From an optimization exercise on the open Yosys and OpenROAD flow, aimed at small area, a short achievable clock period and few clock cycles per item; shortcuts taken in it are not production practice. Only simulation tests tie the RTL to the original design; equivalence was not proved. Power is estimated from default activity; no workload was simulated.

==> design.v <==
module cory_vtap2 #(
  parameter int N = 8,
  parameter int W = 8
) (
  input  logic         clk,
  input  logic         reset,
  input  logic         i_a_v,
  input  logic [N-1:0] i_a_d,
  input  logic         i_a_last_x,
  input  logic         i_a_last_y,
  output logic         o_a_r,
  output logic         o_z_v,
  output logic [N-1:0] o_z_d,
  output logic [N-1:0] o_z_up,
  output logic         o_z_up_v,
  output logic         o_z_last_x,
  output logic         o_z_last_y,
  input  logic         i_z_r
);
  localparam int NG = W - 3;
  logic          step_q;           
  logic          step_d;
  logic          acc, del;
  logic         ar_q;
  logic         iv0_q, iv0_d;
  logic [N-1:0] id0_q;
  logic         ix0_q, iy0_q;
  assign o_a_r = ar_q;
  assign acc   = i_a_v & ar_q;
  assign iv0_d = (iv0_q & ~step_q) | acc;
  always_ff @(posedge clk) begin
    if (reset) begin
      ar_q  <= 1'b1;
      iv0_q <= 1'b0;
    end else begin
      ar_q  <= ~iv0_d | step_d;
      iv0_q <= iv0_d;
    end
  end
  always_ff @(posedge clk) begin
    if (ar_q) begin
      id0_q <= i_a_d; ix0_q <= i_a_last_x; iy0_q <= i_a_last_y;
    end
  end
  logic         ov0_q, ov1_q, ov1_d;
  logic [N-1:0] od0_q, ou0_q;
  logic         ouv0_q, ox0_q, oy0_q;
  logic [N-1:0] r_up;
  logic         row0_q;
  logic [N-1:0] rd;
  assign r_up = row0_q ? '0 : rd;
  assign del  = ov0_q & i_z_r;
  assign ov1_d = del ? (ov1_q & step_q) : (ov1_q | (ov0_q & step_q));
  always_ff @(posedge clk) begin
    if (reset) begin
      ov0_q <= 1'b0;
      ov1_q <= 1'b0;
    end else begin
      ov0_q <= del ? (ov1_q | step_q) : (ov0_q | step_q);
      ov1_q <= ov1_d;
    end
  end
  localparam int OW = 2 * N + 3;
  logic [OW-1:0] o0_q, o1_q, o_new, o0_src;
  logic          o0_ld;
  assign o_new  = {id0_q, r_up, ~row0_q, ix0_q, iy0_q};
  assign o0_ld  = del | ~ov0_q;
  assign o0_src = (del & ov1_q) ? o1_q : o_new;
  always_ff @(posedge clk) begin
    o0_q <= o0_q ^ ({OW{o0_ld}} & (o0_q ^ o0_src));
    if (del | ~ov1_q) o1_q <= o_new;
  end
  assign {od0_q, ou0_q, ouv0_q, ox0_q, oy0_q} = o0_q;
  assign o_z_v      = ov0_q;
  assign o_z_d      = od0_q;
  assign o_z_up     = ou0_q;
  assign o_z_up_v   = ouv0_q;
  assign o_z_last_x = ox0_q;
  assign o_z_last_y = oy0_q;
  logic [NG-1:0] cg_q, cg_d;       
  logic [NG-1:0] pen;              
  logic          st_q, st_d;       
  logic          ge_q, ge_d;       
  logic [NG-1:0] al_d;             
  logic [NG-1:0] rot_q, rot_d;     
  logic [N-1:0]  head [NG];
  always_comb begin
    cg_d  = cg_q;
    st_d  = st_q;
    ge_d  = ge_q;
    if (step_q) begin
      if (ix0_q) cg_d = NG'(1);
      else if (ge_q) cg_d = {cg_q[NG-2:0], cg_q[NG-1]};
      st_d = ix0_q | ge_q;
      ge_d = ~ix0_q & ~ge_q & |(cg_q & pen);
    end
    step_d = iv0_d & ~ov1_d & (~st_d | |(cg_d & al_d));
    for (int k = 0; k < NG; k++)
      rot_d[k] = (step_d & cg_d[k]) | (~al_d[k] & ~(cg_d[k] & ~st_d));
    rd = '0;
    for (int k = 0; k < NG; k++) if (cg_q[k]) rd = rd | head[k];
  end
  always_ff @(posedge clk) begin
    if (reset) begin
      cg_q   <= NG'(1);
      st_q   <= 1'b1;
      ge_q   <= 1'b0;
      row0_q <= 1'b1;
      step_q <= 1'b0;
      rot_q  <= '0;
    end else begin
      cg_q   <= cg_d;
      st_q   <= st_d;
      ge_q   <= ge_d;
      step_q <= step_d;
      rot_q  <= rot_d;
      if (step_q & ix0_q) row0_q <= iy0_q;
    end
  end
  for (genvar k = 0; k < NG; k++) begin : g_grp
    localparam int SB = (k == 0) ? 4 : k + 3;    
    localparam int S  = 1 << SB;
    logic [SB-1:0] off_q;
    logic [N-1:0]  m_q [S];
    assign al_d[k]  = rot_q[k] ? (off_q == '1) : (off_q == '0);
    assign pen[k]   = (off_q == SB'(S - 2));
    assign head[k]  = m_q[0];
    always_ff @(posedge clk) begin
      if (reset) off_q <= '0;
      else if (rot_q[k]) off_q <= off_q + 1'b1;
    end
    always_ff @(posedge clk) begin
      if (rot_q[k]) begin
        for (int i = 0; i < S - 1; i++) m_q[i] <= m_q[i+1];
        m_q[S-1] <= (step_q & cg_q[k]) ? id0_q : m_q[0];
      end
    end
  end
endmodule
==> run.sh <==
#!/bin/bash
# synth_recipe.tcl (not shown) runs the flow's synth.tcl, then flattens the netlist and writes it again
# the make line also repeats each setting of config.mk as NAME=value (left out here)
make -C /OpenROAD-flow-scripts/flow DESIGN_CONFIG=/design/flow/config.mk WORK_HOME=/design/flow/orfs CLKGATE_MAP_FILE= SYNTH_SCRIPT=/design/flow/synth_recipe.tcl finish
==> config.mk <==
export PLATFORM = sky130hd
export DESIGN_NAME = cory_vtap2
export DESIGN_NICKNAME = cory_vtap2
export VERILOG_FILES = /design/flow/design.v
export SDC_FILE = /design/flow/constraint.sdc
export NUM_CORES = 4
export LEC_CHECK = 0
export ABC_CLOCK_PERIOD_IN_PS = 2000
export CAP_MARGIN = 20
export CORE_MARGIN = 2
export CORE_UTILIZATION = 40
export CTS_CLUSTER_DIAMETER = 100
export CTS_CLUSTER_SIZE = 30
export SETUP_SLACK_MARGIN = 1.5
export SLEW_MARGIN = 20
==> constraint.sdc <==
create_clock -name core_clock -period 3.3 [get_ports {clk}]
set_input_delay 0.6600 -clock core_clock [delete_from_list [all_inputs] [get_ports {clk}]]
set_output_delay 0.6600 -clock core_clock [all_outputs]
set_load 0.01 [all_outputs]
==> results of run 1 <==
## what timing repair did
| action | CTS | global route |
|---|---|---|
| setup buffers | 22 | 13 |
| cloned | 2 | 4 |
| endpoints found under the setup margin | 847 | 1263 |
| hold buffers | 0 | 0 |
| pin swaps | 17 | 18 |
| gates resized for setup | 152 | 30 |
## synthesized netlist by cell type, types with 2 or more instances
cell type	number	area, sq um
a21oi_1	17	85.1
a222oi_1	8	80.1
a22oi_1	8	60.1
a32oi_1	3	26.3
and2_1	2	12.5
and3_1	3	18.8
buf_1	4	15.0
buf_2	2	10.0
clkbuf_1	12	45.0
dfxtp_1	44	881
edfxtp_1	2096	62900
ha_1	16	200
inv_1	14	52.6
mux2_2	58	653
mux2i_1	7	70.1
nand2_1	17	63.8
nand2b_1	2	12.5
nand3_1	9	45.0
nand4_1	10	62.6
nor2_1	36	135
nor2b_1	2	12.5
nor3_1	2	10.0
nor4b_1	5	43.8
o211ai_1	3	22.5
o21ai_0	10	50.1
o22ai_1	2	12.5
or3_1	4	25.0
xnor2_1	5	43.8
xor2_1	12	105
## stage by stage
step | util (%) | instances | area, sq um | setup TNS [ns] | total power [mW]
5_1_grt | 44.0 | 4813 | 72300 | 0 | 58.2
3_3_place_gp | 42.1 | 4654 | 69200 | 0 | 43.4
4_1_cts | 43.8 | 4796 | 72000 | 0 | 56.3
6_report | 44.0 | 4814 | 72300 | 0 | 55.7
3_5_place_dp | 42.1 | 4654 | 69200 | 0 | 43.8
2_1_floorplan | - | 2430 | 66000 | -6024.41 | 40.8
## kinds of logic (layout without fill, tap and decap cells)
family,count (synthesis),after routing
AND/OR/NAND/NOR,95,95
other,0,1
XOR/XNOR,17,17
flip-flops,2140,2140
adder cells (fa/ha/maj),16,16
buffers and inverters,33,227
AO/OA/AOI/OAI,64,64
multiplexers,65,65
## worst max-delay path: cells and delay by family, from the launching register on
kind	cells	cell delay, ns
compound gates	2	0.95
flops	1	0.46
mux	1	0.29
## metal layers
layer / up-vias / part of all wire, % / global-route usage (%)
met1: 11677 / 52 / 15.5
met4: 0 / 2.7 / 2.94
met2: 349 / 42 / 12.7
met5: - / 0 / 0
li1: 10027 / - / -
met3: 129 / 3.8 / 1.89
## flip-flops by register name, summed over array words and instances, names as in the netlist, named ones only
signal / flops
rot_q: 5
o1_q: 19
ar_q: 1
st_q: 1
cg_q: 5
row0_q: 1
ge_q: 1
g_grp.off_q: 26
ov0_q: 1
ix0_q: 1
ov1_q: 1
id0_q: 8
step_q: 1
iy0_q: 1
g_grp.m_q: 2048
iv0_q: 1
## power groups by stage
stage	sequential [mW]	clock, mW	combinational (mW)
finish	38.4	12.0	5.28
global route	38.9	13.5	5.84
CTS	38.6	12.6	5.00
detailed placement	39.1	0	4.65
global placement	39.1	0	4.34
floorplan	40.3	0	0.531
## worst max-delay path by stage
stage / from / to / depth (start not counted)
floorplan: rot_q[4] / ar_q / 6
global placement: i_z_r / flop / 3
detailed placement: i_z_r / flop / 3
CTS: ar_q / o_a_r / 1
global route: ar_q / o_a_r / 1
finish: g_grp[2].m_q[0][0] / flop / 3
## final cells by class
cell class | count | area share [%]
tap | 2189 | 3.79
inverter | 14 | 0.0727
clock inverter | 11 | 0.176
sequential | 2140 | 88.3
antenna | 1 | 0.00346
multi-input combinational | 257 | 3.14
timing repair buffer | 95 | 1.48
clock buffer | 107 | 3.00
==> flow_metrics.py, run 1 <==
metrics = {
    "finish": {
        "fin_nets": 2620,
        "drive_gt1_share_pct": 11.4,
        "final_common_cell": "edfxtp_1",
        "layout_common_cells": "2096 x edfxtp_1, 87 x clkbuf_16, 53 x mux2_2",
        "nFillCells": 13442,
        "multiInputGateArea_sq_um": 2270,
        "seqCellArea_sq_um": 63900,
        "syn_to_final_growth_pct": 9.63,
    },
    "sta": {
        "setup_violations": 0,
        "worst_hold_slack_ns": 0.404,
        "fmax_mhz": 512,
        "slew_violations": 0,
        "fin_skew_ns": 0.0378,
        "tightest_slew_ns": 1.01,
        "relSlewSlack_pct": 32.9,
        "rsz0062_at_grt": "true",
        "finalCriticalPeriod_ns": 1.95,
        "finalHoldViolCount": 0,
        "fin_ws_ns": 1.35,
        "fin_crit_sh_pct": 59.2,
    },
    "power": {
        "p_int_mw": 42.8,
        "p_clk_share_pct": 21.6,
        "p_sw_mw": 13.0,
        "swShare_pct": 23.3,
        "ir_worst_vdd_v": 0.000653,
        "combinationalPowerShare_pct": 9.5,
        "p_per_area_nw_per_um2": 771,
        "power.leakage_nw": 19.2,
        "seqPwrFrac_pct": 68.9,
    },
    "min_path": {
        "hold_depth": 0,
        "hold_start": "g_grp[3].m_q[32][1]",
        "worstHoldPathType": "reg2reg",
        "min_delay_worst_endpoint": "g_grp[3].m_q[31][1]",
    },
    "worst_setup_path": {
        "startpoint_type": "flop",
        "critPathRequiredTime_ns": 3.76,
        "worstPathArrival_ns": 2.42,
        "worstSetupPathType": "reg2reg",
        "r2r-start": "g_grp[2].m_q[0][0]",
        "max_stage_delay_ns": 0.74,
        "crit_fanout": 2,
        "critPathSlowestCell": "a222oi_1",
        "path_cells": "a222oi_1 -> a21oi_2 -> mux2_4",
        "rrSetupSlack_ns": 1.35,
        "end_kind": "flop",
        "reg2regPathDepth": 3,
    },
    "placement": {
        "numPortBuffers": 34,
        "pre_cts_ws_ns": 0.622,
        "gp_congestion": 0.797,
        "dp_hpwl_mm": 39.1,
    },
    "synthesis": {
        "synthFlopType": "edfxtp_1",
        "synth_edf_count": 2096,
        "ys.warnings.count": 7,
        "netlist_instances": 2430,
        "ys_seq_elements": 2140,
        "synth.area.mux_share_pct": 1.10,
        "synth-compound-area-share_pct": 0.708,
        "synth_xor_area_share_pct": 0.226,
        "mappedNetlistNets": 2460,
        "yosys.area_share.simple_pct": 0.711,
        "netlist_area_sq_um": 66000,
        "synth_top_family_by_area": "multiplexers",
        "synth-async-reset-ratio_pct": 0,
        "avgSynthCellArea_sq_um": 27.1,
        "synth_fa_ha_area_share_pct": 0.304,
        "ys_seq_area_share_pct": 96.8,
        "ys_types": 46,
    },
    "grt": {
        "grt_pass1_vias": 21234,
        "track_usage_pct": 9.50,
        "grt_max_degree": 222,
        "antenna_found_initial": 2,
        "grt_pass1_wl_mm": 126,
        "grt.overflow.total": 0,
    },
    "die": {
        "pin_count": 35,
        "dieHeight_um": 410,
        "die-area_sq_um": 168000,
        "core_area_sq_um": 164000,
        "initial_utilization_pct": 40.1,
        "die_w_um": 410,
        "num_rows": 149,
    },
    "clock_network": {
        "htreeDepth": 3,
        "cts_sinks": 2140,
        "cts-root-buf": "clkbuf_16",
        "cts_tree": "built",
        "cts.clk_slew.worst_paths_ns": 0.11,
        "cts-buffers-inserted": 82,
        "cts_buffer_depth": 3,
        "insertion_delay_ns": 0.71,
    },
    "route": {
        "routed_wirelength_mm": 83.0,
        "firstDrtPassIters": 5,
        "num_vias": 22182,
        "ant_nets": 0,
        "wire_per_inst_um": 17.2,
        "drtIter0Drc": 2672,
        "post_drt_via_cell_ratio": 4.61,
        "drc": 0,
    },
    "status": {
        "status": "complete, no violations",
    },
    "flow_run": {
        "drv_cap": 0,
    },
}
Testbench counts, summed over its fixed seeds: cycles 43,876, items 43,860.
==> run 2: changes to the inputs <==
--- a/config.mk
+++ b/config.mk
@@ -11,5 +11,5 @@
 export CORE_UTILIZATION = 40
 export CTS_CLUSTER_DIAMETER = 100
-export CTS_CLUSTER_SIZE = 30
+export CTS_CLUSTER_SIZE = 26
 export SETUP_SLACK_MARGIN = 1.5
 export SLEW_MARGIN = 20
==> flow_metrics.py, run 2 <==
metrics = {
    "status": {
        "status": "complete, no violations",
    },
    "grt": {
        "grt_pass1_vias": 21506,
        "antenna_found_initial": 1,
        "grt.overflow.total": 0,
        "grt_pass1_wl_mm": 128,
        "track_usage_pct": 9.60,
        "grt_max_degree": 222,
    },
    "synthesis": {
        "mappedNetlistNets": 2460,
        "yosys.area.top_type": "edfxtp_1",
        "avgSynthCellArea_sq_um": 27.1,
        "synth_top_area_share_pct": 95.4,
        "synth-async-reset-ratio_pct": 0,
        "netlist_area_sq_um": 66000,
        "netlist_instances": 2430,
        "synth_top_cells_by_count": "2096 x edfxtp_1, 58 x mux2_2, 44 x dfxtp_1",
        "ys_types": 46,
        "synth_edf_count": 2096,
        "ys_seq_area_share_pct": 96.8,
        "synth.area.top_cells": "edfxtp_1 95%, dfxtp_1 1.3%, mux2_2 0.99%, ha_1 0.30%, nor2_1 0.20%",
        "ys.warnings.count": 7,
        "synthFlopType": "edfxtp_1",
        "ys_seq_elements": 2140,
        "synthMostInstantiatedCell": "edfxtp_1",
    },
    "sta": {
        "fin_ws_ns": 1.35,
        "finalCriticalPeriod_ns": 1.95,
        "fin_skew_ns": 0.0412,
        "tightest_slew_ns": 0.953,
        "finalHoldViolCount": 0,
        "worst_hold_slack_ns": 0.403,
        "fin_crit_sh_pct": 59.0,
        "slew_violations": 0,
        "rsz0062_at_grt": "true",
        "relSlewSlack_pct": 36.5,
        "fmax_mhz": 513,
        "setup_violations": 0,
    },
    "worst_setup_path": {
        "max_stage_delay_ns": 0.44,
        "path_cells": "buf_6",
        "startpoint_type": "flop",
        "r2r-start": "cg_q[2]",
        "worstSetupPathType": "reg2out",
        "reg2regPathDepth": 3,
        "rrSetupSlack_ns": 1.39,
        "crit_fanout": 2,
        "cp_num_cells": 1,
        "worstPathArrival_ns": 1.29,
        "end_kind": "output pin",
        "cp_num_buf_inv": 1,
        "critPathSlowestCell": "dfxtp_4",
        "critical_path.top_delay_family": "flip-flops",
        "critPathRequiredTime_ns": 2.64,
    },
    "min_path": {
        "hold_depth": 0,
        "worstHoldPathType": "reg2reg",
        "hold_start": "g_grp[4].m_q[8][1]",
        "min_delay_worst_endpoint": "g_grp[4].m_q[7][1]",
    },
    "die": {
        "dieHeight_um": 410,
        "initial_utilization_pct": 40.1,
        "num_rows": 149,
        "pin_count": 35,
        "core_area_sq_um": 164000,
        "die_w_um": 410,
        "die-area_sq_um": 168000,
    },
    "finish": {
        "layout_common_cells": "2096 x edfxtp_1, 99 x clkbuf_16, 53 x mux2_2",
        "final_common_cell": "edfxtp_1",
        "fin_nets": 2630,
        "regMostFlops": "g_grp.m_q",
        "top_regs": "g_grp.m_q (2048), g_grp.off_q (26), o1_q (19)",
        "largest_register_ffs": 2048,
        "syn_to_final_growth_pct": 10.1,
        "drive_gt1_share_pct": 11.3,
        "fin_area_sq_um": 72600,
    },
    "power": {
        "combinationalPowerShare_pct": 9.3,
        "power.leakage_nw": 19.3,
        "swShare_pct": 23.2,
        "p_per_area_nw_per_um2": 779,
        "power_mw": 56.6,
        "seqPwrFrac_pct": 67.9,
        "p_int_mw": 43.5,
        "p_clk_share_pct": 22.8,
        "p_sw_mw": 13.1,
        "ir_worst_vdd_v": 0.000758,
    },
    "route": {
        "num_vias": 22294,
        "routed_wirelength_mm": 83.2,
        "wire_per_inst_um": 17.2,
        "firstDrtPassIters": 5,
        "post_drt_via_cell_ratio": 4.62,
        "drc": 0,
        "drtIter0Drc": 2695,
        "ant_nets": 0,
    },
    "clock_network": {
        "hold_buffers": 0,
        "insertion_delay_ns": 0.72,
        "cts_tree": "built",
        "htreeDepth": 3,
        "cts_sinks": 2140,
        "cts-root-buf": "clkbuf_16",
        "cts.clk_slew.worst_paths_ns": 0.10,
        "cts_buffer_depth": 3,
        "cts-buffers-inserted": 93,
    },
    "placement": {
        "dp_hpwl_mm": 39.1,
        "pre_cts_ws_ns": 0.622,
        "dpl-instance-area_sq_um": 69200,
        "numPortBuffers": 34,
        "gp_congestion": 0.797,
    },
    "flow_run": {
        "drv_cap": 0,
    },
}
[run 2: cell counts after synthesis]
No cell type changed its count.
[run 2: power groups by stage]
stage | Clock (mW) | Sequential, mW | Combinational (mW)
after floorplan | 0 | 40.3 | 0.531
after global placement | 0 | 39.1 | 4.34
after detailed placement | 0 | 39.1 | 4.65
after CTS | 13.5 | 38.6 | 5.07
after global routing | 14.5 | 38.9 | 5.80
final | 12.9 | 38.5 | 5.24
[run 2: worst max path at each step]
stage / startpoint / to / slack, ns
2_1_floorplan: rot_q[4] / ar_q / -5.13
3_3_place_gp: i_z_r / flop / 0.77
3_5_place_dp: i_z_r / flop / 0.62
4_1_cts: ar_q / o_a_r / 1.27
5_1_grt: flop / o_z_d[5] / 1.28
6_report: ar_q / o_a_r / 1.35
[run 2: layout make-up]
cell class | count | area, sq um
fillers | 13387 | 91800
flip-flops and latches | 2140 | 63900
well taps | 2189 | 2740
clock inverters | 7 | 138
multi-input cells | 257 | 2270
inverters | 14 | 52.6
repair buffers | 94 | 1050
clock buffers | 125 | 2510
diodes | 1 | 2.50
[run 2: per-stage QoR]
step / util, % / cells / setup TNS (ns)
global route: 44.2 / 4826 / 0
detailed placement: 42.1 / 4654 / 0
finish: 44.2 / 4827 / 0
CTS: 44.0 / 4814 / 0
floorplan: - / 2430 / -6024.41
global placement: 42.1 / 4654 / 0
[run 2: metal layers]
layer	GRT usage, %	part of all wire, %
met1	15.5	52
met2	12.9	42
met3	1.85	3.6
met4	3.14	2.5
met5	0	0
[run 2: kinds of logic after synthesis]
family	count (synthesis)	synth area share, %
DFF	2140	96.8
and+or+nand+nor	95	0.711
muxes	65	1.10
AOI/OAI and AO/OA	64	0.708
buffers and inverters	33	0.197
xor gates and xnor gates	17	0.226
adders and majority gates	16	0.304
[run 2: timing repair]
action | 4_1_cts | 5_1_grt
cloned | 3 | 3
setup endpoints to repair | 868 | 1226
buffers inserted | 25 | 9
pin swaps | 16 | 11
resized for setup | 156 | 17
==> run 3: changes to the inputs <==
--- a/config.mk
+++ b/config.mk
@@ -11,5 +11,5 @@
 export CORE_UTILIZATION = 40
 export CTS_CLUSTER_DIAMETER = 100
-export CTS_CLUSTER_SIZE = 26
+export CTS_CLUSTER_SIZE = 28
 export SETUP_SLACK_MARGIN = 1.5
 export SLEW_MARGIN = 20
==> flow_metrics.py, run 3 <==
metrics = {
    "finish": {
        "drive_gt1_share_pct": 11.1,
        "layout_common_cells": "2096 x edfxtp_1, 93 x clkbuf_16, 53 x mux2_2",
        "regMostFlops": "g_grp.m_q",
        "fin_nets": 2624,
        "finish.utilization_pct": 44.0,
        "largest_register_ffs": 2048,
        "top_regs": "g_grp.m_q (2048), g_grp.off_q (26), o1_q (19)",
        "syn_to_final_growth_pct": 9.77,
        "nFillCells": 13413,
        "final_common_cell": "edfxtp_1",
    },
    "sta": {
        "fin_skew_ns": 0.0281,
        "relSlewSlack_pct": 35.1,
        "finalHoldViolCount": 0,
        "fmax_mhz": 515,
        "fin_setup_tns_ns": 0,
        "tightest_slew_ns": 0.973,
        "setup_violations": 0,
        "rsz0062_at_grt": "true",
        "fin_crit_sh_pct": 58.8,
        "slew_violations": 0,
        "finalCriticalPeriod_ns": 1.94,
        "fin_ws_ns": 1.36,
        "worst_hold_slack_ns": 0.411,
    },
    "min_path": {
        "min_delay_worst_endpoint": "g_grp[0].m_q[12][1]",
        "worstHoldPathType": "reg2reg",
        "hold_start": "g_grp[0].m_q[13][1]",
        "hold_depth": 0,
    },
    "power": {
        "power.leakage_nw": 19.2,
        "power_mw": 56.0,
        "ir_worst_vdd_v": 0.000690,
        "p_per_area_nw_per_um2": 774,
    },
    "worst_setup_path": {
        "rrSetupSlack_ns": 1.37,
        "critical_path.top_delay_family": "flip-flops",
        "startpoint_type": "flop",
        "crit_fanout": 2,
        "r2r-start": "g_grp[1].m_q[0][0]",
        "worstSetupPathType": "reg2out",
        "end_kind": "output pin",
        "worstPathArrival_ns": 1.28,
        "reg2regPathDepth": 3,
        "critPathSlowestCell": "dfxtp_4",
        "max_stage_delay_ns": 0.44,
        "critPathRequiredTime_ns": 2.64,
        "path_cells": "buf_6",
        "cp_num_buf_inv": 1,
    },
    "synthesis": {
        "netlist_instances": 2430,
        "synth_top_area_share_pct": 95.4,
        "yosys.area.top_type": "edfxtp_1",
        "synth-async-reset-ratio_pct": 0,
        "netlist_area_sq_um": 66000,
        "synth.area.top_cells": "edfxtp_1 95%, dfxtp_1 1.3%, mux2_2 0.99%, ha_1 0.30%, nor2_1 0.20%",
        "ys_seq_area_share_pct": 96.8,
        "synth_edf_count": 2096,
        "synthMostInstantiatedCell": "edfxtp_1",
        "mappedNetlistNets": 2460,
        "ys_types": 46,
        "ys_seq_elements": 2140,
        "avgSynthCellArea_sq_um": 27.1,
        "synthFlopType": "edfxtp_1",
        "ys.warnings.count": 7,
        "synth_top_cells_by_count": "2096 x edfxtp_1, 58 x mux2_2, 44 x dfxtp_1",
    },
    "grt": {
        "antenna_found_initial": 2,
        "grt_pass1_vias": 21414,
        "grt_pass1_wl_mm": 127,
        "grt.overflow.total": 0,
        "track_usage_pct": 9.53,
        "grt_max_degree": 222,
    },
    "placement": {
        "dp_hpwl_mm": 39.1,
        "numPortBuffers": 34,
        "gp_congestion": 0.797,
        "pre_cts_ws_ns": 0.622,
    },
    "clock_network": {
        "hold_buffers": 0,
        "insertion_delay_ns": 0.70,
        "cts-buffers-inserted": 87,
        "cts.clk_slew.worst_paths_ns": 0.11,
        "cts_sinks": 2140,
        "cts_tree": "built",
        "htreeDepth": 3,
        "cts-root-buf": "clkbuf_16",
        "cts_buffer_depth": 3,
    },
    "route": {
        "num_vias": 22234,
        "wire_per_inst_um": 17.2,
        "post_drt_via_cell_ratio": 4.61,
        "drc": 0,
        "firstDrtPassIters": 7,
        "ant_nets": 0,
        "routed_wirelength_mm": 82.7,
        "drtIter0Drc": 2623,
    },
    "die": {
        "num_rows": 149,
        "die_w_um": 410,
        "core_area_sq_um": 164000,
        "initial_utilization_pct": 40.1,
        "dieHeight_um": 410,
        "pin_count": 35,
        "die-area_sq_um": 168000,
    },
    "status": {
        "status": "complete, no violations",
    },
    "flow_run": {
        "drv_cap": 0,
    },
}
[run 3: cell counts after synthesis]
No cell type changed its count.
[run 3: layout make-up]
type | instances | area, sq um | share of cell area (%)
sequential | 2140 | 63900 | 88.2
inverter | 14 | 52.6 | 0.0726
antenna | 1 | 2.50 | 0.00346
timing repair buffer | 94 | 1050 | 1.45
multi-input combinational | 257 | 2240 | 3.10
clock buffer | 115 | 2320 | 3.21
clock inverter | 8 | 113 | 0.156
tap | 2189 | 2740 | 3.78
[run 3: logic make-up (layout without fill, tap and decap cells)]
kind of cell | Yosys count | count (layout) | share of synthesized area [%]
other | 0 | 1 | 0
AND/OR/NAND/NOR | 95 | 95 | 0.711
AO/OA/AOI/OAI | 64 | 64 | 0.708
flip-flops | 2140 | 2140 | 96.8
buffers and inverters | 33 | 231 | 0.197
multiplexers | 65 | 65 | 1.10
XOR/XNOR | 17 | 17 | 0.226
adder cells (fa/ha/maj) | 16 | 16 | 0.304
[run 3: worst max path at each step]
stage,from,end,cells after the start
final,ar_q,o_a_r,1
after global routing,flop,o_z_d[5],1
after CTS,ar_q,o_a_r,1
after detailed placement,i_z_r,flop,3
after global placement,i_z_r,flop,3
after floorplan,rot_q[4],ar_q,6
[run 3: timing repair]
action | in CTS | in global routing
gates cloned | 2 | 4
setup endpoints to repair | 857 | 1175
resized for setup | 152 | 18
pin swaps | 15 | 14
hold endpoints to repair | 0 | 0
setup buffers | 23 | 11
[run 3: metrics by stage]
| stage | std cells | area [sq um] |
|---|---|---|
| after detailed placement | 4654 | 69200 |
| after global routing | 4817 | 72400 |
| after CTS | 4802 | 72100 |
| after global placement | 4654 | 69200 |
| after floorplan | 2430 | 66000 |
| final | 4818 | 72400 |
[run 3: report_power, final]
group          leakage (nW)  internal, mW  switching, mW
combinational          1.33          1.10           4.12
sequential             16.7          36.9           1.55
clock                  1.18          5.11           7.28
[run 3: layer usage]
metal	wire, um	vias up	share of wire (%)	global-route usage, %
li1	-	10047	-	-
met1	43200	11666	52	15.6
met2	34000	380	41	12.6
met3	3120	141	3.8	1.84
met4	2350	0	2.8	3.22
met5	0	-	0	0
==> run 4: changes to the inputs <==
--- a/config.mk
+++ b/config.mk
@@ -6,4 +6,5 @@
 export NUM_CORES = 4
 export LEC_CHECK = 0
+export ABC_AREA = 1
 export ABC_CLOCK_PERIOD_IN_PS = 2000
 export CAP_MARGIN = 20
==> flow_metrics.py, run 4 <==
metrics = {
    "status": {
        "status": "complete, no violations",
    },
    "clock_network": {
        "cts-buffers-inserted": 88,
        "hold_buffers": 0,
        "cts.clk_slew.worst_paths_ns": 0.09,
        "cts_sinks": 2140,
        "cts-root-buf": "clkbuf_16",
        "cts_tree": "built",
        "htreeDepth": 3,
        "cts_buffer_depth": 3,
        "insertion_delay_ns": 0.71,
    },
    "worst_setup_path": {
        "startpoint_type": "flop",
        "crit_fanout": 1,
        "critPathSlowestCell": "edfxtp_1",
        "path_cells": "buf_2",
        "max_stage_delay_ns": 0.57,
        "critical_path.top_delay_family": "flip-flops",
        "critPathRequiredTime_ns": 2.64,
        "cp_num_buf_inv": 1,
        "worstPathArrival_ns": 1.47,
        "worstSetupPathType": "reg2out",
        "end_kind": "output pin",
    },
    "route": {
        "wire_per_inst_um": 17.0,
        "post_drt_via_cell_ratio": 4.60,
        "drtIter0Drc": 2674,
        "firstDrtPassIters": 5,
        "ant_nets": 0,
        "routed_wirelength_mm": 84.5,
        "num_vias": 22901,
        "drc": 0,
    },
    "power": {
        "ir_worst_vdd_v": 0.000456,
        "p_per_area_nw_per_um2": 643,
        "power.leakage_nw": 16.4,
    },
    "grt": {
        "antenna_found_initial": 5,
        "grt-busiest-layer": "met1",
        "grt.met1_usage_pct": 16.2,
        "use_met3_pct": 2.10,
        "grt.met2_usage_pct": 12.6,
        "grt_max_degree": 174,
        "grt_pass1_vias": 21426,
        "track_usage_pct": 9.78,
        "grt.overflow.total": 0,
        "grt_pass1_wl_mm": 128,
    },
    "synthesis": {
        "mappedNetlistNets": 2633,
        "avgSynthCellArea_sq_um": 25.4,
        "ys_types": 29,
        "synth-async-reset-ratio_pct": 0,
        "netlist_instances": 2603,
        "ys_seq_elements": 2140,
        "synth_edf_count": 2096,
        "synth_top_cells_by_count": "2096 x edfxtp_1, 119 x nand2_1, 70 x inv_1",
        "netlist_area_sq_um": 66000,
        "synth_top_area_share_pct": 95.3,
        "synthMostInstantiatedCell": "edfxtp_1",
        "ys.warnings.count": 7,
        "synthFlopType": "edfxtp_1",
        "synth.area.top_cells": "edfxtp_1 95%, dfxtp_1 1.3%, nand2_1 0.68%, o21ai_0 0.48%, inv_1 0.40%",
        "ys_seq_area_share_pct": 96.6,
        "yosys.area.top_type": "edfxtp_1",
    },
    "finish": {
        "seqCellArea_sq_um": 63800,
        "drive_gt1_share_pct": 7.09,
        "final_common_cell": "edfxtp_1",
        "layout_common_cells": "2096 x edfxtp_1, 118 x nand2_1, 89 x clkbuf_16",
        "regMostFlops": "g_grp.m_q",
        "fin_nets": 2799,
        "top_regs": "g_grp.m_q (2048), g_grp.off_q (26), o1_q (19)",
        "finalNonFillerCells": 4982,
        "syn_to_final_growth_pct": 9.22,
        "multiInputGateArea_sq_um": 1890,
        "nFillCells": 13626,
        "largest_register_ffs": 2048,
    },
    "sta": {
        "setup_violations": 0,
        "fin_skew_ns": 0.0321,
        "finalCriticalPeriod_ns": 2.13,
        "rsz0062_at_grt": "true",
        "fin_crit_sh_pct": 64.6,
        "fmax_mhz": 469,
        "finalHoldViolCount": 0,
        "slew_violations": 0,
        "relSlewSlack_pct": 30.0,
        "fin_setup_tns_ns": 0,
        "tightest_slew_ns": 1.05,
    },
    "placement": {
        "numPortBuffers": 34,
        "dp_cells": 4855,
        "gp_congestion": 0.749,
        "dp_hpwl_mm": 44.4,
    },
    "die": {
        "initial_utilization_pct": 40.2,
        "core_area_sq_um": 164000,
        "dieHeight_um": 410,
        "num_rows": 149,
        "die_w_um": 410,
        "die-area_sq_um": 168000,
        "pin_count": 35,
    },
    "flow_run": {
        "drv_cap": 0,
    },
    "min_path": {
        "worstHoldPathType": "reg2reg",
    },
}
-- run 4: cell count changes after synthesis, moves of 8 or more --
cell / before / now
nor2_1: 36 / 66
a222oi_1: 8 / 0
xor2_1: 12 / 0
a22o_1: 0 / 16
inv_1: 14 / 70
a21oi_1: 17 / 42
o21ai_0: 10 / 64
mux2_2: 58 / 1
nand2_1: 17 / 119
-- run 4: cells by family (layout without fill, tap and decap cells) --
| group | after synthesis | after routing | synth area share (%) |
|---|---|---|---|
| multiplexers | 1 | 1 | 0.0170 |
| buffers and inverters | 89 | 278 | 0.519 |
| AND/OR/NAND/NOR | 224 | 224 | 1.39 |
| adder cells (fa/ha/maj) | 16 | 16 | 0.303 |
| other | 0 | 1 | 0 |
| flip-flops | 2140 | 2140 | 96.6 |
| XOR/XNOR | 1 | 1 | 0.0133 |
| AO/OA/AOI/OAI | 132 | 132 | 1.13 |
-- run 4: routing by layer --
| metal | routed length [um] | vias to the layer above |
|---|---|---|
| li1 | - | 10453 |
| met1 | 43800 | 11866 |
| met2 | 33900 | 446 |
| met3 | 4580 | 136 |
| met4 | 2250 | 0 |
| met5 | 0 | - |
-- run 4: metrics by stage --
| step | hold slack (ns) | util, % | total power, mW | cell area [sq um] | worst slack [ns] |
|---|---|---|---|---|---|
| floorplan | 0.400 | - | 34.2 | 66100 | -5.56 |
| global placement | 0.400 | 42.3 | 34.5 | 69600 | 0.857 |
| detailed placement | 0.405 | 42.3 | 34.6 | 69600 | 0.814 |
| CTS | 0.378 | 43.8 | 47.1 | 72000 | 1.13 |
| global route | 0.383 | 43.9 | 48.2 | 72100 | 1.10 |
| finish | 0.391 | 43.9 | 46.4 | 72100 | 1.17 |
-- run 4: repair_timing --
action                                  CTS  global route
endpoints found under the setup margin  448           304
setup buffers                             5             8
gates resized for setup                  93             4
-- run 4: layout make-up --
class                           instances  area share (%)
Antenna cell                            1         0.00347
Clock buffer                          105            3.17
Clock inverter                          8           0.238
Inverter                               72           0.380
Multi-Input combinational cell        374            2.62
Sequential cell                      2140            88.5
Tap cell                             2189            3.80
Timing Repair Buffer                   93            1.28
-- run 4: path summary, 6_finish.rpt --
check	start	end	slack (ns)	depth (start not counted)
worst max-delay path	flop	o_z_d[1]	1.17	1
worst min register to register	g_grp[4].m_q[28][2]	g_grp[4].m_q[27][2]	0.39	0
worst max register to register	rot_q[4]	g_grp[4].m_q[45][2]	1.60	1
worst min-delay path	g_grp[4].m_q[28][2]	g_grp[4].m_q[27][2]	0.39	0
-- run 4: power breakdown --
part | internal [mW] | switching, mW | total (mW)
clock network | 5.03 | 7.44 | 12.5
logic | 0.424 | 1.80 | 2.22
registers | 31.3 | 0.438 | 31.7
total | 36.7 | 9.67 | 46.4
==> run 5: changes to the inputs <==
--- a/config.mk
+++ b/config.mk
@@ -6,5 +6,4 @@
 export NUM_CORES = 4
 export LEC_CHECK = 0
-export ABC_AREA = 1
 export ABC_CLOCK_PERIOD_IN_PS = 2000
 export CAP_MARGIN = 20
@@ -13,4 +12,5 @@
 export CTS_CLUSTER_DIAMETER = 100
 export CTS_CLUSTER_SIZE = 28
+export PLACE_DENSITY = 0.85
 export SETUP_SLACK_MARGIN = 1.5
 export SLEW_MARGIN = 20
==> flow_metrics.py, run 5 <==
metrics = {
    "min_path": {
        "hold_start": "g_grp[3].m_q[32][6]",
        "worstHoldPathType": "reg2reg",
    },
    "route": {
        "wire_per_inst_um": 20.6,
        "firstDrtPassIters": 7,
        "ant_nets": 0,
        "drtIter0Drc": 3085,
        "routed_wirelength_mm": 99.5,
        "num_vias": 23150,
        "drc": 0,
        "post_drt_via_cell_ratio": 4.79,
    },
    "synthesis": {
        "synth.area.mux_share_pct": 1.10,
        "synth.area.top_cells": "edfxtp_1 95%, dfxtp_1 1.3%, mux2_2 0.99%, ha_1 0.30%, nor2_1 0.20%",
        "yosys.area.top_type": "edfxtp_1",
        "netlist_area_sq_um": 66000,
        "mappedNetlistNets": 2460,
        "synth_top_cells_by_count": "2096 x edfxtp_1, 58 x mux2_2, 44 x dfxtp_1",
        "synthFlopType": "edfxtp_1",
        "ys_seq_elements": 2140,
        "synth_top_area_share_pct": 95.4,
        "ys_seq_area_share_pct": 96.8,
        "netlist_instances": 2430,
        "synthMostInstantiatedCell": "edfxtp_1",
        "avgSynthCellArea_sq_um": 27.1,
        "ys_types": 46,
        "synth-compound-area-share_pct": 0.708,
        "synth_xor_area_share_pct": 0.226,
        "synth_fa_ha_area_share_pct": 0.304,
        "synth_top_family_by_area": "multiplexers",
        "synth-async-reset-ratio_pct": 0,
        "yosys.area_share.simple_pct": 0.711,
        "ys.warnings.count": 7,
        "synth_edf_count": 2096,
    },
    "sta": {
        "fin_skew_ns": 0.0463,
        "fin_ws_ns": 1.17,
        "setup_violations": 0,
        "rsz0062_at_grt": "true",
        "fin_setup_tns_ns": 0,
        "fmax_mhz": 469,
        "slew_violations": 0,
        "fin_crit_sh_pct": 64.7,
        "finalHoldViolCount": 0,
        "finalCriticalPeriod_ns": 2.13,
        "worst_hold_slack_ns": 0.395,
        "tightest_slew_ns": 1.09,
        "relSlewSlack_pct": 27.2,
    },
    "die": {
        "dieHeight_um": 410,
        "initial_utilization_pct": 40.1,
        "num_rows": 149,
        "core_area_sq_um": 164000,
        "die-area_sq_um": 168000,
        "pin_count": 35,
        "die_w_um": 410,
    },
    "finish": {
        "syn_to_final_growth_pct": 9.57,
        "layout_common_cells": "2096 x edfxtp_1, 87 x clkbuf_16, 58 x mux2_2",
        "multiInputGateArea_sq_um": 2190,
        "regMostFlops": "g_grp.m_q",
        "nFillCells": 13001,
        "fin_area_sq_um": 72300,
        "finalNonFillerCells": 4828,
        "seqCellArea_sq_um": 63900,
        "final_common_cell": "edfxtp_1",
        "finish.utilization_pct": 44.0,
        "largest_register_ffs": 2048,
        "drive_gt1_share_pct": 10.5,
        "top_regs": "g_grp.m_q (2048), g_grp.off_q (26), o1_q (19)",
        "fin_nets": 2622,
    },
    "worst_setup_path": {
        "critical_path.top_delay_family": "compound AO/OA/AOI/OAI gates",
        "reg2regPathDepth": 7,
        "cp_num_cells": 7,
        "startpoint_type": "flop",
        "rrSetupSlack_ns": 1.17,
        "startpoint": "g_grp[1].off_q[0]",
        "path_cells": "inv_1 -> ha_1 -> nor4b_1 -> a41oi_1 -> o22ai_2 -> or3_4 -> a21bo_1",
        "crit_fanout": 2,
        "end_kind": "flop",
        "worstPathArrival_ns": 2.75,
        "cp_num_buf_inv": 1,
        "endpoint": "ar_q",
        "critPathRequiredTime_ns": 3.91,
        "r2r-start": "g_grp[1].off_q[0]",
        "max_stage_delay_ns": 0.40,
        "worstSetupPathType": "reg2reg",
        "reg2reg_to": "ar_q",
        "critPathSlowestCell": "a41oi_1",
    },
    "power": {
        "combinationalPowerShare_pct": 9.4,
        "p_int_mw": 43.0,
        "p_sw_mw": 13.7,
        "seqPwrFrac_pct": 68.6,
        "p_per_area_nw_per_um2": 784,
        "power.leakage_nw": 19.2,
        "power_mw": 56.7,
        "swShare_pct": 24.2,
        "ir_worst_vdd_v": 0.000633,
        "p_clk_share_pct": 22.1,
    },
    "clock_network": {
        "insertion_delay_ns": 0.73,
        "htreeDepth": 3,
        "hold_buffers": 0,
        "cts.clk_slew.worst_paths_ns": 0.11,
        "cts-root-buf": "clkbuf_16",
        "cts_buffer_depth": 3,
        "cts_tree": "built",
        "cts-buffers-inserted": 86,
        "cts_sinks": 2140,
    },
    "grt": {
        "antenna_found_initial": 5,
        "track_usage_pct": 11.3,
        "grt.overflow.total": 0,
        "grt_pass1_wl_mm": 143,
        "grt_pass1_vias": 22555,
        "grt_max_degree": 201,
    },
    "status": {
        "status": "complete, no violations",
    },
    "placement": {
        "gp_congestion": 0.805,
        "pre_cts_ws_ns": 0.867,
        "dp_cells": 4661,
        "numPortBuffers": 34,
        "dpl-instance-area_sq_um": 69300,
        "dp_hpwl_mm": 46.0,
    },
    "flow_run": {
        "drv_cap": 0,
    },
}
## run 5: changes by cell type in the layout (fill, tap and decap cells not counted), moves of 16 or more
cell / before / now
a21oi_1: 42 / 17
nand2_1: 118 / 17
inv_1: 69 / 12
clkbuf_1: 16 / 40
a22o_1: 16 / 0
nor2_1: 66 / 35
mux2_2: 1 / 58
o21ai_0: 61 / 6
## run 5: how the worst min path moves through the flow
stage,endpoint,depth (start not counted)
finish,g_grp[3].m_q[31][6],0
global route,g_grp[3].m_q[31][6],0
global placement,g_grp[4].m_q[0][0],0
CTS,g_grp[3].m_q[31][6],0
detailed placement,g_grp[0].m_q[7][4],0
floorplan,g_grp[0].m_q[0][0],0
## run 5: cell type report
cell class | instances | area share [%]
Sequential cell | 2140 | 88.4
Tap cell | 2189 | 3.79
Clock buffer | 126 | 3.19
Multi-Input combinational cell | 257 | 3.03
Timing Repair Buffer | 93 | 1.37
Clock inverter | 7 | 0.161
Inverter | 14 | 0.0727
Antenna cell | 2 | 0.00692
## run 5: cell families (layout without fill, tap and decap cells)
| group | count (synthesis) | after routing |
|---|---|---|
| AND/OR/NAND/NOR | 95 | 95 |
| flip-flops | 2140 | 2140 |
| XOR/XNOR | 17 | 17 |
| buffers and inverters | 33 | 240 |
| other | 0 | 2 |
| multiplexers | 65 | 65 |
| AO/OA/AOI/OAI | 64 | 64 |
| adder cells (fa/ha/maj) | 16 | 16 |
## run 5: metal layers
metal  global-route usage, %  up-vias  wire (um)
li1                        -    10033          -
met1                    15.2    11923      41400
met2                    18.5      918      48100
met3                    2.18      274       6390
met4                    3.67        2       3570
met5                       0        -         13
## run 5: power groups by stage
stage / Combinational (mW) / Clock [mW] / Sequential [mW]
6_report: 5.31 / 12.5 / 38.8
5_1_grt: 5.81 / 13.6 / 39.2
4_1_cts: 5.06 / 12.8 / 38.9
3_5_place_dp: 4.62 / 0 / 39.4
3_3_place_gp: 4.32 / 0 / 39.1
2_1_floorplan: 0.531 / 0 / 40.3
## run 5: timing repair
item                       in CTS  in global routing
pin swaps                       7                  6
gates resized for setup       136                 17
setup buffers                  17                 12
setup endpoints to repair    1285                608
cloned                          2                  1
==> run 6: changes to the inputs <==
--- a/config.mk
+++ b/config.mk
@@ -9,5 +9,5 @@
 export CAP_MARGIN = 20
 export CORE_MARGIN = 2
-export CORE_UTILIZATION = 40
+export CORE_UTILIZATION = 70
 export CTS_CLUSTER_DIAMETER = 100
 export CTS_CLUSTER_SIZE = 28
==> flow_metrics.py, run 6 <==
metrics = {
    "status": {
        "status": "complete, no violations",
    },
    "synthesis": {
        "netlist_instances": 2430,
        "netlist_area_sq_um": 66000,
        "synthMostInstantiatedCell": "edfxtp_1",
        "ys.warnings.count": 7,
        "ys_types": 46,
        "ys_seq_elements": 2140,
        "ys_seq_area_share_pct": 96.8,
        "synth.area.top_cells": "edfxtp_1 95%, dfxtp_1 1.3%, mux2_2 0.99%, ha_1 0.30%, nor2_1 0.20%",
        "avgSynthCellArea_sq_um": 27.1,
        "synth_top_area_share_pct": 95.4,
        "synth_top_cells_by_count": "2096 x edfxtp_1, 58 x mux2_2, 44 x dfxtp_1",
        "synth-async-reset-ratio_pct": 0,
        "mappedNetlistNets": 2460,
        "synth_edf_count": 2096,
        "yosys.area.top_type": "edfxtp_1",
        "synthFlopType": "edfxtp_1",
    },
    "grt": {
        "grt_pass1_vias": 22617,
        "grt_max_degree": 213,
        "track_usage_pct": 20.4,
        "grt_pass1_wl_mm": 145,
        "antenna_found_initial": 2,
        "grt.overflow.total": 0,
    },
    "power": {
        "p_per_area_nw_per_um2": 798,
        "power_mw": 56.8,
        "ir_worst_vdd_v": 0.000667,
        "power.leakage_nw": 19.2,
    },
    "worst_setup_path": {
        "max_stage_delay_ns": 0.51,
        "crit_fanout": 1,
        "worstPathArrival_ns": 1.38,
        "critPathRequiredTime_ns": 2.64,
        "path_cells": "buf_6",
        "end_kind": "output pin",
        "worstSetupPathType": "reg2out",
        "cp_num_buf_inv": 1,
        "critPathSlowestCell": "edfxtp_1",
        "critical_path.top_delay_family": "flip-flops",
        "startpoint_type": "flop",
    },
    "placement": {
        "gp_congestion": 0.843,
        "dp_cells": 3724,
        "numPortBuffers": 34,
        "dp_hpwl_mm": 45.7,
    },
    "route": {
        "post_drt_via_cell_ratio": 5.98,
        "num_vias": 23152,
        "ant_nets": 0,
        "firstDrtPassIters": 7,
        "drc": 0,
        "routed_wirelength_mm": 102,
        "wire_per_inst_um": 26.4,
        "drtIter0Drc": 3190,
    },
    "clock_network": {
        "cts_buffer_depth": 3,
        "htreeDepth": 3,
        "cts_tree": "built",
        "cts_sinks": 2140,
        "cts-buffers-inserted": 86,
        "cts-root-buf": "clkbuf_16",
        "hold_buffers": 0,
        "cts.clk_slew.worst_paths_ns": 0.11,
        "insertion_delay_ns": 0.69,
    },
    "sta": {
        "fmax_mhz": 490,
        "tightest_slew_ns": 1.06,
        "slew_violations": 0,
        "setup_violations": 0,
        "relSlewSlack_pct": 29.5,
        "finalCriticalPeriod_ns": 2.04,
        "finalHoldViolCount": 0,
        "fin_skew_ns": 0.0397,
        "fin_setup_tns_ns": 0,
        "fin_crit_sh_pct": 61.9,
        "rsz0062_at_grt": "true",
    },
    "finish": {
        "drive_gt1_share_pct": 10.9,
        "fin_nets": 2615,
        "top_regs": "g_grp.m_q (2048), g_grp.off_q (26), o1_q (19)",
        "nFillCells": 4461,
        "syn_to_final_growth_pct": 7.82,
        "layout_common_cells": "2096 x edfxtp_1, 93 x clkbuf_16, 58 x mux2_2",
        "finalNonFillerCells": 3874,
        "regMostFlops": "g_grp.m_q",
        "final_common_cell": "edfxtp_1",
        "largest_register_ffs": 2048,
    },
    "die": {
        "dieHeight_um": 311,
        "die-area_sq_um": 96700,
        "pin_count": 35,
        "num_rows": 112,
        "initial_utilization_pct": 70.7,
        "die_w_um": 311,
        "core_area_sq_um": 93300,
    },
    "flow_run": {
        "drv_cap": 0,
    },
    "min_path": {
        "worstHoldPathType": "reg2reg",
    },
}
## run 6: cell count changes in the layout (fill, tap and decap cells not counted), moves of 4 or more
cell	change
buf_6	+4
clkbuf_16	+6
buf_4	-4
buf_2	-6
clkbuf_1	-13
dfxtp_1	-4
## run 6: final timing paths
check / startpoint / endpoint / slack, ns / cells past startpoint
worst max-delay path: flop / o_z_up[0] / 1.26 / 1
worst min-delay path: g_grp[4].m_q[52][4] / g_grp[4].m_q[51][4] / 0.40 / 0
worst max register to register: ix0_q / ar_q / 1.31 / 5
worst min register to register: g_grp[4].m_q[52][4] / g_grp[4].m_q[51][4] / 0.40 / 0
## run 6: cells by family after synthesis
group	Yosys count	share of synthesized area, %
multiplexers	65	1.10
flip-flops	2140	96.8
AO/OA/AOI/OAI	64	0.708
adder cells (fa/ha/maj)	16	0.304
AND/OR/NAND/NOR	95	0.711
buffers and inverters	33	0.197
XOR/XNOR	17	0.226
## run 6: power breakdown
part	internal, mW	total [mW]	switching (mW)
clock	5.06	12.6	7.51
sequential	37.0	38.9	1.89
combinational	1.05	5.33	4.28
total	43.1	56.8	13.7
## run 6: repair_timing
action                                  in CTS  in global routing
resized for setup                          139                 50
buffers inserted                             7                 15
gates cloned                                 2                  3
endpoints found under the setup margin     485                596
pin swaps                                    7                 10
## run 6: cell type report
type	count	area [sq um]	area share, %
diodes	2	5.00	0.00704
clock buffers	117	2350	3.31
clock inverters	4	50.0	0.0704
inverters	14	52.6	0.0739
multi-input cells	257	2230	3.14
flip-flops and latches	2140	63900	89.8
well taps	1254	1570	2.21
repair buffers	86	970	1.36
## run 6: per-layer routing
layer  vias to the layer above  track usage, %  wire length (um)  part of all wire [%]
met5                         -               0                15                 0.015
met4                         2            5.27              3060                   3.0
met3                       221            2.95              6010                   5.9
met2                       926            34.3             52000                    51
met1                     12002            29.1             41300                    40
li1                      10001               -                 -                     -
## run 6: per-stage QoR
step / util (%) / instance area [sq um] / worst slack [ns] / hold slack, ns
final: 76.2 / 71100 / 1.26 / 0.403
after global routing: 76.2 / 71100 / 1.24 / 0.407
after CTS: 75.8 / 70800 / 1.25 / 0.397
after detailed placement: 73.0 / 68100 / 0.941 / 0.405
after global placement: 73.0 / 68100 / 1.04 / 0.400
after floorplan: - / 66000 / -5.13 / 0.400
==> run 7: changes to the inputs <==
--- a/config.mk
+++ b/config.mk
@@ -9,8 +9,7 @@
 export CAP_MARGIN = 20
 export CORE_MARGIN = 2
-export CORE_UTILIZATION = 70
-export CTS_CLUSTER_DIAMETER = 100
+export CORE_UTILIZATION = 40
+export CTS_CLUSTER_DIAMETER = 60
 export CTS_CLUSTER_SIZE = 28
-export PLACE_DENSITY = 0.85
 export SETUP_SLACK_MARGIN = 1.5
 export SLEW_MARGIN = 20
==> flow_metrics.py, run 7 <==
metrics = {
    "power": {
        "p_int_mw": 45.9,
        "ir_worst_vdd_v": 0.000655,
        "power_mw": 60.5,
        "combinationalPowerShare_pct": 8.6,
        "swShare_pct": 24.3,
        "power.leakage_nw": 20.1,
        "p_clk_share_pct": 27.8,
        "seqPwrFrac_pct": 63.5,
        "p_sw_mw": 14.7,
        "p_per_area_nw_per_um2": 815,
    },
    "grt": {
        "grt_max_degree": 222,
        "antenna_found_initial": 2,
        "track_usage_pct": 9.69,
        "grt_pass1_vias": 21767,
        "grt.overflow.total": 0,
        "grt_pass1_wl_mm": 129,
    },
    "sta": {
        "fin_skew_ns": 0.0794,
        "rsz0062_at_grt": "true",
        "fin_crit_sh_pct": 59.2,
        "fmax_mhz": 512,
        "finalHoldViolCount": 0,
        "slew_violations": 0,
        "setup_violations": 0,
        "relSlewSlack_pct": 33.5,
        "tightest_slew_ns": 0.997,
        "finalCriticalPeriod_ns": 1.95,
        "fin_ws_ns": 1.35,
    },
    "synthesis": {
        "synth_top_cells_by_count": "2096 x edfxtp_1, 58 x mux2_2, 44 x dfxtp_1",
        "ys_types": 46,
        "ys.warnings.count": 7,
        "netlist_instances": 2430,
        "synth_edf_count": 2096,
        "yosys.area.top_type": "edfxtp_1",
        "synthFlopType": "edfxtp_1",
        "synthMostInstantiatedCell": "edfxtp_1",
        "avgSynthCellArea_sq_um": 27.1,
        "mappedNetlistNets": 2460,
        "ys_seq_elements": 2140,
        "synth_top_area_share_pct": 95.4,
        "netlist_area_sq_um": 66000,
        "ys_seq_area_share_pct": 96.8,
        "synth.area.top_cells": "edfxtp_1 95%, dfxtp_1 1.3%, mux2_2 0.99%, ha_1 0.30%, nor2_1 0.20%",
        "synth-async-reset-ratio_pct": 0,
    },
    "worst_setup_path": {
        "end_kind": "output pin",
        "crit_fanout": 2,
        "startpoint_type": "flop",
        "critical_path.top_delay_family": "flip-flops",
        "worstPathArrival_ns": 1.29,
        "path_cells": "buf_6",
        "critPathSlowestCell": "dfxtp_4",
        "critPathRequiredTime_ns": 2.64,
        "max_stage_delay_ns": 0.43,
        "cp_num_buf_inv": 1,
        "worstSetupPathType": "reg2out",
    },
    "route": {
        "num_vias": 22588,
        "ant_nets": 0,
        "post_drt_via_cell_ratio": 4.60,
        "drc": 0,
        "drtIter0Drc": 2451,
        "routed_wirelength_mm": 83.7,
        "wire_per_inst_um": 17.0,
        "firstDrtPassIters": 6,
    },
    "die": {
        "core_area_sq_um": 164000,
        "pin_count": 35,
        "num_rows": 149,
        "dieHeight_um": 410,
        "die_w_um": 410,
        "die-area_sq_um": 168000,
        "initial_utilization_pct": 40.1,
    },
    "clock_network": {
        "cts_buffer_depth": 3,
        "hold_buffers": 0,
        "cts_tree": "built",
        "cts_sinks": 2140,
        "cts-root-buf": "clkbuf_16",
        "cts-buffers-inserted": 118,
        "htreeDepth": 3,
        "insertion_delay_ns": 0.76,
        "cts.clk_slew.worst_paths_ns": 0.09,
    },
    "placement": {
        "dp_cells": 4654,
        "gp_congestion": 0.797,
        "dp_hpwl_mm": 39.1,
        "numPortBuffers": 34,
        "pre_cts_ws_ns": 0.622,
    },
    "finish": {
        "nFillCells": 13284,
        "syn_to_final_growth_pct": 12.6,
        "top_regs": "g_grp.m_q (2048), g_grp.off_q (26), o1_q (19)",
        "drive_gt1_share_pct": 14.9,
        "regMostFlops": "g_grp.m_q",
        "finalNonFillerCells": 4915,
        "final_common_cell": "edfxtp_1",
        "diodes": 0,
        "fin_nets": 2652,
        "layout_common_cells": "2096 x edfxtp_1, 122 x clkbuf_16, 54 x mux2_2",
        "largest_register_ffs": 2048,
    },
    "min_path": {
        "worstHoldPathType": "reg2reg",
    },
    "status": {
        "status": "complete, no violations",
    },
    "flow_run": {
        "drv_cap": 0,
    },
}
[run 7: final cells by class]
class | count | area [sq um] | area share [%]
multi-input cells | 257 | 2260 | 3.04
well taps | 2189 | 2740 | 3.69
repair buffers | 91 | 1040 | 1.40
inverters | 14 | 52.6 | 0.0708
flip-flops and latches | 2140 | 63900 | 86.0
clock buffers | 125 | 3020 | 4.07
clock inverters | 99 | 1280 | 1.72
[run 7: path summary, 6_finish.rpt]
path / start / to / slack [ns] / cells past startpoint
worst max register to register: g_grp[2].m_q[0][5] / flop / 1.41 / 3
worst min register to register: g_grp[4].m_q[19][3] / g_grp[4].m_q[18][3] / 0.36 / 0
worst max-delay path: ar_q / o_a_r / 1.35 / 1
worst min-delay path: g_grp[4].m_q[19][3] / g_grp[4].m_q[18][3] / 0.36 / 0
[run 7: through the flow]
| step | hold WS [ns] | area [sq um] | TNS (ns) | util (%) |
|---|---|---|---|---|
| after CTS | 0.353 | 74000 | 0 | 45.0 |
| after global routing | 0.370 | 74300 | 0 | 45.2 |
| after floorplan | 0.400 | 66000 | -6024.41 | - |
| after detailed placement | 0.405 | 69200 | 0 | 42.1 |
| final | 0.364 | 74300 | 0 | 45.2 |
| after global placement | 0.400 | 69200 | 0 | 42.1 |
[run 7: power by group through the flow]
stage / clock network, mW / registers, mW / logic (mW)
2_1_floorplan: 0 / 40.3 / 0.531
3_5_place_dp: 0 / 39.1 / 4.65
3_3_place_gp: 0 / 39.1 / 4.34
4_1_cts: 17.5 / 38.7 / 5.08
6_report: 16.8 / 38.5 / 5.24
5_1_grt: 18.4 / 38.9 / 5.79
[run 7: layer usage]
layer  vias up  global-route usage [%]  routed length [um]  part of all wire, %
li1      10202                       -                   -                    -
met1     11801                    15.6               43200                   52
met2       411                    12.9               34500                   41
met3       174                    1.96                3370                  4.0
met4         0                    3.42                2620                  3.1
met5         -                       0                   0                    0
[run 7: logic make-up (layout without fill, tap and decap cells)]
family | count (synthesis) | in the layout | share of synthesized area (%)
flops | 2140 | 2140 | 96.8
simple gates | 95 | 95 | 0.711
mux | 65 | 65 | 1.10
compound gates | 64 | 64 | 0.708
buf+inv | 33 | 329 | 0.197
xor+xnor | 17 | 17 | 0.226
fa+ha+maj | 16 | 16 | 0.304
[run 7: what timing repair did]
item | in CTS | in global routing
setup endpoints to repair | 687 | 887
pin swaps | 15 | 17
setup buffers | 20 | 11
gates cloned | 4 | 2
gates resized for setup | 155 | 15
==> run 8: changes to the inputs <==
--- a/config.mk
+++ b/config.mk
@@ -10,5 +10,5 @@
 export CORE_MARGIN = 2
 export CORE_UTILIZATION = 40
-export CTS_CLUSTER_DIAMETER = 60
+export CTS_CLUSTER_DIAMETER = 150
 export CTS_CLUSTER_SIZE = 28
 export SETUP_SLACK_MARGIN = 1.5
==> flow_metrics.py, run 8 <==
metrics = {
    "route": {
        "ant_nets": 0,
        "drc": 0,
        "routed_wirelength_mm": 83.4,
        "wire_per_inst_um": 17.3,
        "drtIter0Drc": 2722,
        "firstDrtPassIters": 5,
        "post_drt_via_cell_ratio": 4.64,
        "num_vias": 22300,
    },
    "synthesis": {
        "avgSynthCellArea_sq_um": 27.1,
        "netlist_instances": 2430,
        "ys.warnings.count": 7,
        "ys_seq_area_share_pct": 96.8,
        "mappedNetlistNets": 2460,
        "synth.area.top_cells": "edfxtp_1 95%, dfxtp_1 1.3%, mux2_2 0.99%, ha_1 0.30%, nor2_1 0.20%",
        "yosys.area.top_type": "edfxtp_1",
        "synth_edf_count": 2096,
        "netlist_area_sq_um": 66000,
        "synthMostInstantiatedCell": "edfxtp_1",
        "ys_seq_elements": 2140,
        "synth_top_cells_by_count": "2096 x edfxtp_1, 58 x mux2_2, 44 x dfxtp_1",
        "ys_types": 46,
        "synth_top_area_share_pct": 95.4,
        "synthFlopType": "edfxtp_1",
        "synth-async-reset-ratio_pct": 0,
    },
    "placement": {
        "dp_cells": 4654,
        "numPortBuffers": 34,
        "gp_congestion": 0.797,
        "dp_hpwl_mm": 39.1,
        "pre_cts_ws_ns": 0.622,
    },
    "clock_network": {
        "cts-buffers-inserted": 86,
        "cts.clk_slew.worst_paths_ns": 0.11,
        "cts_buffer_depth": 3,
        "cts_sinks": 2140,
        "insertion_delay_ns": 0.71,
        "htreeDepth": 3,
        "cts_tree": "built",
        "hold_buffers": 0,
        "cts-root-buf": "clkbuf_16",
    },
    "grt": {
        "grt_pass1_wl_mm": 127,
        "grt_max_degree": 222,
        "grt_pass1_vias": 21356,
        "grt.met1_usage_pct": 15.6,
        "grt.met2_usage_pct": 12.8,
        "antenna_found_initial": 2,
        "use_met3_pct": 1.96,
        "grt-busiest-layer": "met1",
        "track_usage_pct": 9.59,
        "grt.overflow.total": 0,
    },
    "power": {
        "p_per_area_nw_per_um2": 774,
        "power.leakage_nw": 19.2,
        "ir_worst_vdd_v": 0.000778,
        "power_mw": 56.0,
    },
    "worst_setup_path": {
        "path_cells": "buf_6",
        "worstSetupPathType": "reg2out",
        "startpoint_type": "flop",
        "critPathSlowestCell": "dfxtp_4",
        "cp_num_buf_inv": 1,
        "worstPathArrival_ns": 1.27,
        "max_stage_delay_ns": 0.44,
        "critPathRequiredTime_ns": 2.64,
        "critical_path.top_delay_family": "flip-flops",
        "crit_fanout": 2,
        "end_kind": "output pin",
    },
    "finish": {
        "final_common_cell": "edfxtp_1",
        "nFillCells": 13430,
        "layout_common_cells": "2096 x edfxtp_1, 92 x clkbuf_16, 53 x mux2_2",
        "finish.utilization_pct": 44.0,
        "syn_to_final_growth_pct": 9.65,
        "top_regs": "g_grp.m_q (2048), g_grp.off_q (26), o1_q (19)",
        "fin_nets": 2618,
        "regMostFlops": "g_grp.m_q",
        "finalNonFillerCells": 4811,
        "largest_register_ffs": 2048,
        "drive_gt1_share_pct": 10.8,
    },
    "die": {
        "dieHeight_um": 410,
        "initial_utilization_pct": 40.1,
        "die-area_sq_um": 168000,
        "num_rows": 149,
        "pin_count": 35,
        "die_w_um": 410,
        "core_area_sq_um": 164000,
    },
    "sta": {
        "finalHoldViolCount": 0,
        "finalCriticalPeriod_ns": 1.93,
        "tightest_slew_ns": 1.08,
        "fin_crit_sh_pct": 58.6,
        "fmax_mhz": 517,
        "setup_violations": 0,
        "worst_hold_slack_ns": 0.408,
        "rsz0062_at_grt": "true",
        "slew_violations": 0,
        "fin_skew_ns": 0.0268,
        "fin_ws_ns": 1.37,
        "relSlewSlack_pct": 28.0,
    },
    "status": {
        "status": "complete, no violations",
    },
    "flow_run": {
        "drv_cap": 0,
    },
    "min_path": {
        "worstHoldPathType": "reg2reg",
    },
}
[run 8: final timing paths]
| path | start | to | slack, ns | cells past startpoint |
|---|---|---|---|---|
| max | ar_q | o_a_r | 1.37 | 1 |
| min | g_grp[4].m_q[95][2] | g_grp[4].m_q[94][2] | 0.41 | 0 |
| max reg2reg | g_grp[2].m_q[0][5] | flop | 1.41 | 3 |
| min reg2reg | g_grp[4].m_q[95][2] | g_grp[4].m_q[94][2] | 0.41 | 0 |
[run 8: where the power goes]
group	internal, mW	switching, mW
Combinational	1.08	4.13
Sequential	36.9	1.55
Clock	5.01	7.29
Total	43.0	13.0
[run 8: layout make-up]
cell class,instances,area [sq um],share of cell area [%]
Antenna cell,2,5.00,0.00692
Clock inverter,4,53.8,0.0744
Sequential cell,2140,63900,88.3
Tap cell,2189,2740,3.79
Inverter,14,52.6,0.0727
Multi-Input combinational cell,257,2260,3.13
Clock buffer,116,2330,3.22
Timing Repair Buffer,89,1000,1.38
[run 8: kinds of logic after synthesis]
logic type                 Yosys count  share of synthesized area (%)
xor gates and xnor gates            17                          0.226
muxes                               65                           1.10
and+or+nand+nor                     95                          0.711
DFF                               2140                           96.8
AOI/OAI and AO/OA                   64                          0.708
adders and majority gates           16                          0.304
buffers and inverters               33                          0.197
[run 8: through the flow]
step	setup TNS, ns	cell area [sq um]
2_1_floorplan	-6024.41	66000
3_3_place_gp	0	69200
3_5_place_dp	0	69200
4_1_cts	0	72000
5_1_grt	0	72300
6_report	0	72300
[run 8: repair_timing]
item                       4_1_cts  5_1_grt
gates cloned                     3        3
gates resized for setup        147       26
setup endpoints to repair      874     1206
pin swaps                       15       15
setup buffers                   19       10
[run 8: layer usage]
layer  up-vias  routed length, um
met4         0               2360
li1      10020                  -
met5         -                  0
met3       133               3240
met1     11759              43200
met2       388              34600

==> afterwards: timing with drivers on the ports <==
How much do the figures lean on ideal ports? The routed layouts below were timed once more, with nothing changed but the port constraints. Step 1 assumes that a clkbuf_16 drives the clock port and a buf_2 every other input. Step 2 also shifts input and output timing later by t, the mid clock arrival at the registers, as if the neighbouring blocks saw the same clock. a / b / c = ideal / step 1 / step 2; a / b = the first two.
run | t, ns | slack for setup (ns) | clock arrival spread, ns | slew at the worst register clock pin (ns)
run 1 | 0.770 | 1.347 / 1.281 / 0.882 | 0.041 / 0.041 | 0.12 / 0.12
run 2 | 0.779 | 1.352 / 1.275 / 0.874 | 0.045 / 0.044 | 0.10 / 0.10
run 3 | 0.768 | 1.360 / 1.282 / 0.881 | 0.033 / 0.033 | 0.11 / 0.11
run 4 | 0.774 | 1.169 / 1.092 / 0.907 | 0.039 / 0.039 | 0.11 / 0.11
run 5 | 0.783 | 1.166 / 1.166 / 0.733 | 0.047 / 0.048 | 0.12 / 0.12
run 6 | 0.746 | 1.258 / 1.191 / 0.745 | 0.059 / 0.059 | 0.13 / 0.13
run 7 | 0.802 | 1.346 / 1.269 / 0.888 | 0.091 / 0.090 | 0.10 / 0.10
run 8 | 0.773 | 1.366 / 1.289 / 0.853 | 0.032 / 0.032 | 0.11 / 0.11
After both steps every run listed still meets setup and hold.
